Background: an optimization exercise with open tools, aiming at small area. Do not read the settings as production practice. RTL that was checked went through simulation tests only; none was proved equivalent to the original. Power and IR drop assume default switching activity.

Setup of red:
// pwm_core
module pwm_core
(
  input  logic                PCLK,
  input  logic                PRESETN,
  input  logic                PSEL,
  input  logic                PENABLE,
  input  logic                PWRITE,
  input  logic [ADDR_W-1:0]   PADDR,
  input  logic [DATA_W-1:0]   PWDATA,
  output logic [DATA_W-1:0]   PRDATA,
  output logic                PREADY,
  output logic                PSLVERR,
  input  logic [TACH_NUM-1:0] TACHIN,
  output logic                TACHINT,
  output logic [PWM_NUM-1:0]  PWM
);
  function automatic logic cmp_chain(input logic [15:0] a,
                                     input logic [15:0] b,
                                     input logic        cin);
    logic c;
    c = cin;
    for (int i = 0; i < 16; i++)
      c = (a[i] & ~b[i]) | ((a[i] | ~b[i]) & c);
    cmp_chain = c;
  endfunction
  assign PREADY  = 1'b1;
  assign PSLVERR = 1'b0;
  logic [5:0]  word_idx;
  logic        wr_en;
  logic [15:0] wdata;    
  logic        rst;
  assign word_idx = PADDR[7:2];
  assign wr_en    = PSEL & PENABLE & PWRITE;
  assign rst      = ~PRESETN;
  assign wdata    = PWDATA & {16{PRESETN}};
  ...
Size: roughly 1200 cells after synthesis, roughly 300 flip-flops.
clock: 10.0 ns
lec_check: 0
abc_area: 1
cap_margin: 0
core_margin: 2
core_utilization: 65
slew_margin: 0
standard.sh (not shown) runs the stock make flow with config.mk's settings and CLKGATE_MAP_FILE= SYNTH_SCRIPT=/design/flow/synth_recipe.tcl, a recipe that flattens the netlist after the stock synthesis.
==> flow/flow/run.sh <==
#!/bin/bash
set -euo pipefail
here=$(pwd)
rm -rf "$here/scripts_mod"
cp -r "$FLOW_HOME/scripts" "$here/scripts_mod"
cp "$here/flow/abc_area.script" "$here/scripts_mod/abc_area.script"
cts="-sink_clustering_enable -repair_clock_nets -buf_list sky130_fd_sc_hd__clkbuf_8"
cts="$cts -sink_clustering_size 16 -sink_clustering_max_diameter 80 -dont_use_dummy_load"
bash standard.sh SCRIPTS_DIR="$here/scripts_mod" \
  BUFFER_PORTS_ARGS="-buffer_cell sky130_fd_sc_hd__buf_1" \
  CTS_ARGS="$cts" \
  finish > "$here/make_flow.log" 2>&1
==> flow/flow/abc_area.script <==
strash
balance
rewrite
refactor
balance
rewrite
rewrite -z
balance
refactor -z
rewrite -z
balance
&get -n
&dch -f
&nf -R 1000 -p
&put
topo
What blue does differently from red at the input level:
--- a/flow/design.v
+++ b/flow/design.v
@@ -126,35 +126,31 @@
     begin
       if (rst | (wr_en & wr_to(word_idx, 6'(4 + 2 * n)))) pwm_posedge[n] <= wdata;
       if (rst | (wr_en & wr_to(word_idx, 6'(5 + 2 * n)))) pwm_negedge[n] <= wdata;
       if (rst | (wr_en & (word_idx[5:1] == 5'(2 + n))))   edge_gt[n]     <= gt_new & PRESETN;
     end
   end
   assign status_clear = (wr_en & wr_to(word_idx, REG_TACHSTATUS)) ? PWDATA[1:0] : 2'b00;
   logic [15:0] pre_cnt;
-  logic [15:0] pre_cnt_n;       
-  assign pre_cnt = ~pre_cnt_n;
   logic [15:0] period_cnt;
-  logic [15:0] period_cnt_n;    
-  assign period_cnt = ~period_cnt_n;
   logic        tick;
   logic        wrap;
   assign tick = cmp_chain(pre_cnt, prescale, 1'b1);
   assign wrap = tick & cmp_chain(period_cnt, period, 1'b1);
   always_ff @(posedge PCLK)
   begin
     if (rst | tick)
-      pre_cnt_n <= '1;
+      pre_cnt <= '0;
     else
-      pre_cnt_n <= ~(pre_cnt + 1'b1);
+      pre_cnt <= pre_cnt + 1'b1;
     if (rst | wrap)
-      period_cnt_n <= '1;
+      period_cnt <= '0;
     else if (tick)
-      period_cnt_n <= ~(period_cnt + 1'b1);
+      period_cnt <= period_cnt + 1'b1;
   end
   logic [3:0] in_window;
   logic [3:0] after_pos;     
   logic [3:0] before_neg;    
   for (genvar n = 0; n < 4; n++)
   begin : g_win
     assign after_pos[n]  = cmp_chain(period_cnt, pwm_posedge[n], 1'b1);
     assign before_neg[n] = ~cmp_chain(period_cnt, pwm_negedge[n], 1'b1);
@@ -184,29 +180,27 @@
   assign accept = ~tach_mode | ~tach_status;
   for (genvar t = 0; t < 2; t++)
   begin : g_tach
     logic [1:0]  sync_q;
     logic        prev_q;
     logic        armed;
     logic        rise;
     logic [15:0] tick_cnt;
-    logic [15:0] tick_cnt_n;    
-    assign tick_cnt = ~tick_cnt_n;
     assign rise      = sync_q[1] & ~prev_q;
     assign update[t] = rise & armed;
     always_ff @(posedge PCLK)
     begin
       sync_q <= {sync_q[0], TACHIN[t]} & {2{PRESETN}};
       prev_q <= sync_q[1];
       armed  <= (armed | rise) & PRESETN;
       if (rise)
-        tick_cnt_n <= '1;
+        tick_cnt <= '0;
       else if (tach_tick && (tick_cnt != '1))
-        tick_cnt_n <= ~(tick_cnt + 1'b1);
+        tick_cnt <= tick_cnt + 1'b1;
       if (rst | (update[t] & accept[t]))
         tach_dur[t] <= tick_cnt & {16{PRESETN}};
     end
   end
   always_ff @(posedge PCLK)
   begin
     tach_status <= (tach_status | (update & accept)) & ~status_clear & {2{PRESETN}};
     TACHINT     <= |(tach_status & tach_irq_mask) & PRESETN;
==> results.txt <==
Pin count of the biggest net entering global routing for blue: 45 up relative to red. [compare] base=red new=blue: final cell count went down, netlist area before placement went up. Between blue and red, it is blue whose per-instance average area after synthesis is higher, by about 6%. Placed cell area: blue > red. Between red and blue, the flow reports total wirelength of the detailed-routed design decreasing by a few percent. From red to blue the numbers moved as follows: length in cells of the worst reg-to-reg path has increased; power attributed to the clock group has decreased; depth of the worst hold-timing path has remained practically unchanged; proportion of power drawn by combinational gates has increased; final RePlAce weighted congestion has decreased. | pin slew with the least headroom to its limit | higher: red |. blue improves on red in total chip power.


Another version of the RTL of pwm_core (not shown whole).
Size: roughly 300 flip-flops, ~54 I/O pins, about 13000 µm² of cells after synthesis.
==> module pwm_core, before the edit <==
module pwm_core
(
  input  logic                PCLK,
  input  logic                PRESETN,
  input  logic                PSEL,
  input  logic                PENABLE,
  input  logic                PWRITE,
  input  logic [ADDR_W-1:0]   PADDR,
  input  logic [DATA_W-1:0]   PWDATA,
  output logic [DATA_W-1:0]   PRDATA,
  output logic                PREADY,
  output logic                PSLVERR,
  input  logic [TACH_NUM-1:0] TACHIN,
  output logic                TACHINT,
  output logic [PWM_NUM-1:0]  PWM
);
  function automatic logic cmp_chain(input logic [15:0] a,
                                     input logic [15:0] b,
                                     input logic        cin);
    logic c;
    c = cin;
    for (int i = 0; i < 16; i++)
      c = (a[i] & ~b[i]) | ((a[i] | ~b[i]) & c);
    cmp_chain = c;
  endfunction
  assign PREADY  = 1'b1;
  assign PSLVERR = 1'b0;
  logic [5:0]  word_idx;
  logic        wr_en;
  logic [15:0] wdata;    
  logic        rst;
  assign word_idx = PADDR[7:2];
  assign wr_en    = PSEL & PENABLE & PWRITE;
  assign rst      = ~PRESETN;
  assign wdata    = PWDATA & {16{PRESETN}};
  logic [15:0]      prescale;
  logic [15:0]      period;
  logic [3:0]       pwm_enable;
  logic [3:0][15:0] pwm_posedge;
  logic [3:0][15:0] pwm_negedge;
  logic [3:0]       edge_gt;        
  logic [3:0]       tach_prescale;
  logic [1:0]       tach_irq_mask;
  logic [1:0]       tach_mode;
  logic [1:0]       tach_status;
  logic [1:0][15:0] tach_dur;
  logic [1:0]       status_clear;
  function automatic logic wr_to(input logic [5:0] idx, input logic [5:0] w);
    wr_to = (idx == w);
  endfunction
  always_ff @(posedge PCLK)
  begin
    if (rst | (wr_en & wr_to(word_idx, REG_PRESCALE)))     prescale      <= wdata;
    if (rst | (wr_en & wr_to(word_idx, REG_PERIOD)))       period        <= wdata;
    if (rst | (wr_en & wr_to(word_idx, REG_ENABLE)))       pwm_enable    <= wdata[3:0];
    if (rst | (wr_en & wr_to(word_idx, REG_TACHPRESCALE))) tach_prescale <= wdata[3:0];
    if (rst | (wr_en & wr_to(word_idx, REG_TACHIRQMASK)))  tach_irq_mask <= wdata[1:0];
    if (rst | (wr_en & wr_to(word_idx, REG_TACHMODE)))     tach_mode     <= wdata[1:0];
  end
  logic [5:0]  rd_idx;
  logic [15:0] rd_data;
  assign rd_idx = {word_idx[5:1], word_idx[0] ^ PWRITE};
  function automatic logic [15:0] sel16(input logic [5:0] idx, input logic [5:0] w,
                                        input logic [15:0] v);
    sel16 = (idx == w) ? v : 16'h0000;
  endfunction
  assign rd_data = sel16(rd_idx, 6'h00, prescale)
                 | sel16(rd_idx, 6'h01, period)
                 | sel16(rd_idx, 6'h02, {12'h000, pwm_enable})
                 | sel16(rd_idx, 6'h04, pwm_posedge[0])
                 | sel16(rd_idx, 6'h05, pwm_negedge[0])
                 | sel16(rd_idx, 6'h06, pwm_posedge[1])
                 | sel16(rd_idx, 6'h07, pwm_negedge[1])
                 | sel16(rd_idx, 6'h08, pwm_posedge[2])
                 | sel16(rd_idx, 6'h09, pwm_negedge[2])
                 | sel16(rd_idx, 6'h0a, pwm_posedge[3])
                 | sel16(rd_idx, 6'h0b, pwm_negedge[3])
                 | sel16(rd_idx, 6'h25, {12'h000, tach_prescale})
                 | sel16(rd_idx, 6'h26, {14'h0000, tach_status})
                 | sel16(rd_idx, 6'h27, {14'h0000, tach_irq_mask})
                 | sel16(rd_idx, 6'h28, {14'h0000, tach_mode})
                 | sel16(rd_idx, 6'h29, tach_dur[0])
                 | sel16(rd_idx, 6'h2a, tach_dur[1]);
  assign PRDATA = rd_data;
  logic gt_new;
  assign gt_new = cmp_chain(rd_data, PWDATA, ~word_idx[0]) ^ ~word_idx[0];
  for (genvar n = 0; n < 4; n++)
  begin : g_edge
    always_ff @(posedge PCLK)
    begin
      if (rst | (wr_en & wr_to(word_idx, 6'(4 + 2 * n)))) pwm_posedge[n] <= wdata;
      if (rst | (wr_en & wr_to(word_idx, 6'(5 + 2 * n)))) pwm_negedge[n] <= wdata;
      if (rst | (wr_en & (word_idx[5:1] == 5'(2 + n))))   edge_gt[n]     <= gt_new & PRESETN;
    end
  end
  assign status_clear = (wr_en & wr_to(word_idx, REG_TACHSTATUS)) ? PWDATA[1:0] : 2'b00;
  logic [15:0] pre_cnt;
  logic [15:0] period_cnt;
  logic        tick;
  logic        wrap;
  assign tick = cmp_chain(pre_cnt, prescale, 1'b1);
  assign wrap = tick & cmp_chain(period_cnt, period, 1'b1);
  always_ff @(posedge PCLK)
  begin
    if (rst | tick)
      pre_cnt <= '0;
    else
      pre_cnt <= pre_cnt + 1'b1;
    if (rst | wrap)
      period_cnt <= '0;
    else if (tick)
      period_cnt <= period_cnt + 1'b1;
  end
  logic [3:0] in_window;
  logic [3:0] after_pos;     
  logic [3:0] before_neg;    
  for (genvar n = 0; n < 4; n++)
  begin : g_win
    assign after_pos[n]  = cmp_chain(period_cnt, pwm_posedge[n], 1'b1);
    assign before_neg[n] = ~cmp_chain(period_cnt, pwm_negedge[n], 1'b1);
    assign in_window[n]  = edge_gt[n] ? (after_pos[n] | before_neg[n])
                                      : (after_pos[n] & before_neg[n]);
  end
  always_ff @(posedge PCLK)
    PWM <= pwm_enable & in_window & {4{PRESETN}};
  logic [10:0] div_cnt;
  logic [10:0] div_val;
  logic        tach_tick;
  always_comb
  begin
    for (int i = 0; i < 11; i++)
      div_val[i] = (tach_prescale > 4'(i));
  end
  assign tach_tick = (div_cnt == '0);
  always_ff @(posedge PCLK)
  begin
    if (rst | (|(div_cnt & ~div_val)) | (&(div_cnt | ~div_val)))
      div_cnt <= '0;
    else
      div_cnt <= div_cnt + 1'b1;
  end
  logic [1:0] update;
  logic [1:0] accept;
  assign accept = ~tach_mode | ~tach_status;
  for (genvar t = 0; t < 2; t++)
  begin : g_tach
    logic [1:0]  sync_q;
    logic        prev_q;
    logic        armed;
    logic        rise;
    logic [15:0] tick_cnt;
    assign rise      = sync_q[1] & ~prev_q;
    assign update[t] = rise & armed;
    always_ff @(posedge PCLK)
    begin
      sync_q <= {sync_q[0], TACHIN[t]} & {2{PRESETN}};
      prev_q <= sync_q[1] & PRESETN;
      armed  <= (armed | rise) & PRESETN;
      if (rise)
        tick_cnt <= '0;
      else if (tach_tick && (tick_cnt != '1))
        tick_cnt <= tick_cnt + 1'b1;
      if (rst | (update[t] & accept[t]))
        tach_dur[t] <= tick_cnt & {16{PRESETN}};
    end
  end
  always_ff @(posedge PCLK)
  begin
    tach_status <= (tach_status | (update & accept)) & ~status_clear & {2{PRESETN}};
    TACHINT     <= |(tach_status & tach_irq_mask) & PRESETN;
  end
endmodule
export LEC_CHECK = 0
export ABC_AREA = 1
export CAP_MARGIN = 0
export CORE_MARGIN = 2
export CORE_UTILIZATION = 55
export SLEW_MARGIN = 0
create_clock -name core_clock -period 10.0 [get_ports {PCLK}]
==> flow/flow/run.sh <==
#!/bin/bash
set -euo pipefail
here=$(pwd)
rm -rf "$here/scripts_mod"
cp -r "$FLOW_HOME/scripts" "$here/scripts_mod"
cp "$here/flow/abc_area.script" "$here/scripts_mod/abc_area.script"
cts="-sink_clustering_enable -repair_clock_nets -buf_list sky130_fd_sc_hd__clkbuf_4"
cts="$cts -sink_clustering_size 9 -sink_clustering_max_diameter 40 -dont_use_dummy_load"
bash standard.sh SCRIPTS_DIR="$here/scripts_mod" \
  BUFFER_PORTS_ARGS="-buffer_cell sky130_fd_sc_hd__buf_1" \
  CTS_ARGS="$cts" \
  finish > "$here/make_flow.log" 2>&1
Scripts as last shown in full above: flow/flow/abc_area.script
The first run produced a clean layout.
Edit:
--- a/flow/design.v
+++ b/flow/design.v
@@ -102,14 +102,27 @@
                  | sel16(rd_idx, 6'h26, {14'h0000, tach_status})
                  | sel16(rd_idx, 6'h27, {14'h0000, tach_irq_mask})
                  | sel16(rd_idx, 6'h28, {14'h0000, tach_mode})
                  | sel16(rd_idx, 6'h29, tach_dur[0])
                  | sel16(rd_idx, 6'h2a, tach_dur[1]);
   assign PRDATA = rd_data;
+  function automatic logic cmp_chain8(input logic [7:0] a,
+                                      input logic [7:0] b,
+                                      input logic       cin);
+    logic c;
+    c = cin;
+    for (int i = 0; i < 8; i++)
+      c = (a[i] & ~b[i]) | ((a[i] | ~b[i]) & c);
+    cmp_chain8 = c;
+  endfunction
   logic gt_new;
-  assign gt_new = cmp_chain(rd_data, PWDATA, ~word_idx[0]) ^ ~word_idx[0];
+  logic gt_lo, gt_hi0, gt_hi1;
+  assign gt_lo  = cmp_chain8(rd_data[7:0], PWDATA[7:0], ~word_idx[0]);
+  assign gt_hi0 = cmp_chain8(rd_data[15:8], PWDATA[15:8], 1'b0);
+  assign gt_hi1 = cmp_chain8(rd_data[15:8], PWDATA[15:8], 1'b1);
+  assign gt_new = (gt_lo ? gt_hi1 : gt_hi0) ^ ~word_idx[0];
   for (genvar n = 0; n < 4; n++)
   begin : g_edge
     always_ff @(posedge PCLK)
     begin
       if (rst | (wr_en & wr_to(word_idx, 6'(4 + 2 * n)))) pwm_posedge[n] <= wdata;
       if (rst | (wr_en & wr_to(word_idx, 6'(5 + 2 * n)))) pwm_negedge[n] <= wdata;
The new run finished with timing, DRC and antenna clean.
Wire length rises by 1.6%.
Sequential share of layout area came out higher by 0.10 points.
Cell area is about the same.
Synthesized cell count climbs by 2.4%.
Core utilization is lower by 1.4 points.
No functional check of the RTL was part of the second run of this note.

[separate check: timing with driven ports]
In the flow no input, the clock included, has a driving cell. The finished layouts below were timed again as built, in two steps. Step 1 (the two cells are an assumption about what drives the block):
set clk [get_ports {PCLK}]
set_driving_cell -lib_cell sky130_fd_sc_hd__clkbuf_16 $clk
set_driving_cell -lib_cell sky130_fd_sc_hd__buf_2 [delete_from_list [all_inputs] $clk]
Step 2 also shifts input and output timing later by t, the mid clock arrival at the registers, as if the neighbouring blocks saw the same clock. Slacks: ideal ports / drivers / drivers and shift; pairs: ideal ports / drivers.
| run | t (ns) | setup slack, ns | worst setup path at the end | slew at the worst register clock pin (ns) | pins driven straight from the clock port |
|---|---|---|---|---|---|
| red | 0.591 | 3.315 / 3.322 / 2.731 | input to register | 0.11 / 0.11 | 1 |
| blue | 0.582 | 2.079 / 2.079 / 2.079 | register to register | 0.11 / 0.11 | 1 |
| the first run of note 2 | 0.709 | 0.756 / 0.777 / 0.068 | input to register | 0.10 / 0.10 | 1 |
| the second run of note 2 | 0.704 | 1.848 / 1.868 / 1.164 | input to register | 0.10 / 0.10 | 1 |
After both steps every run listed still meets setup and hold. The setup slack of the first run of note 2, which loses most, moves by +0.021 ns with the drivers and by -0.688 ns with both steps.
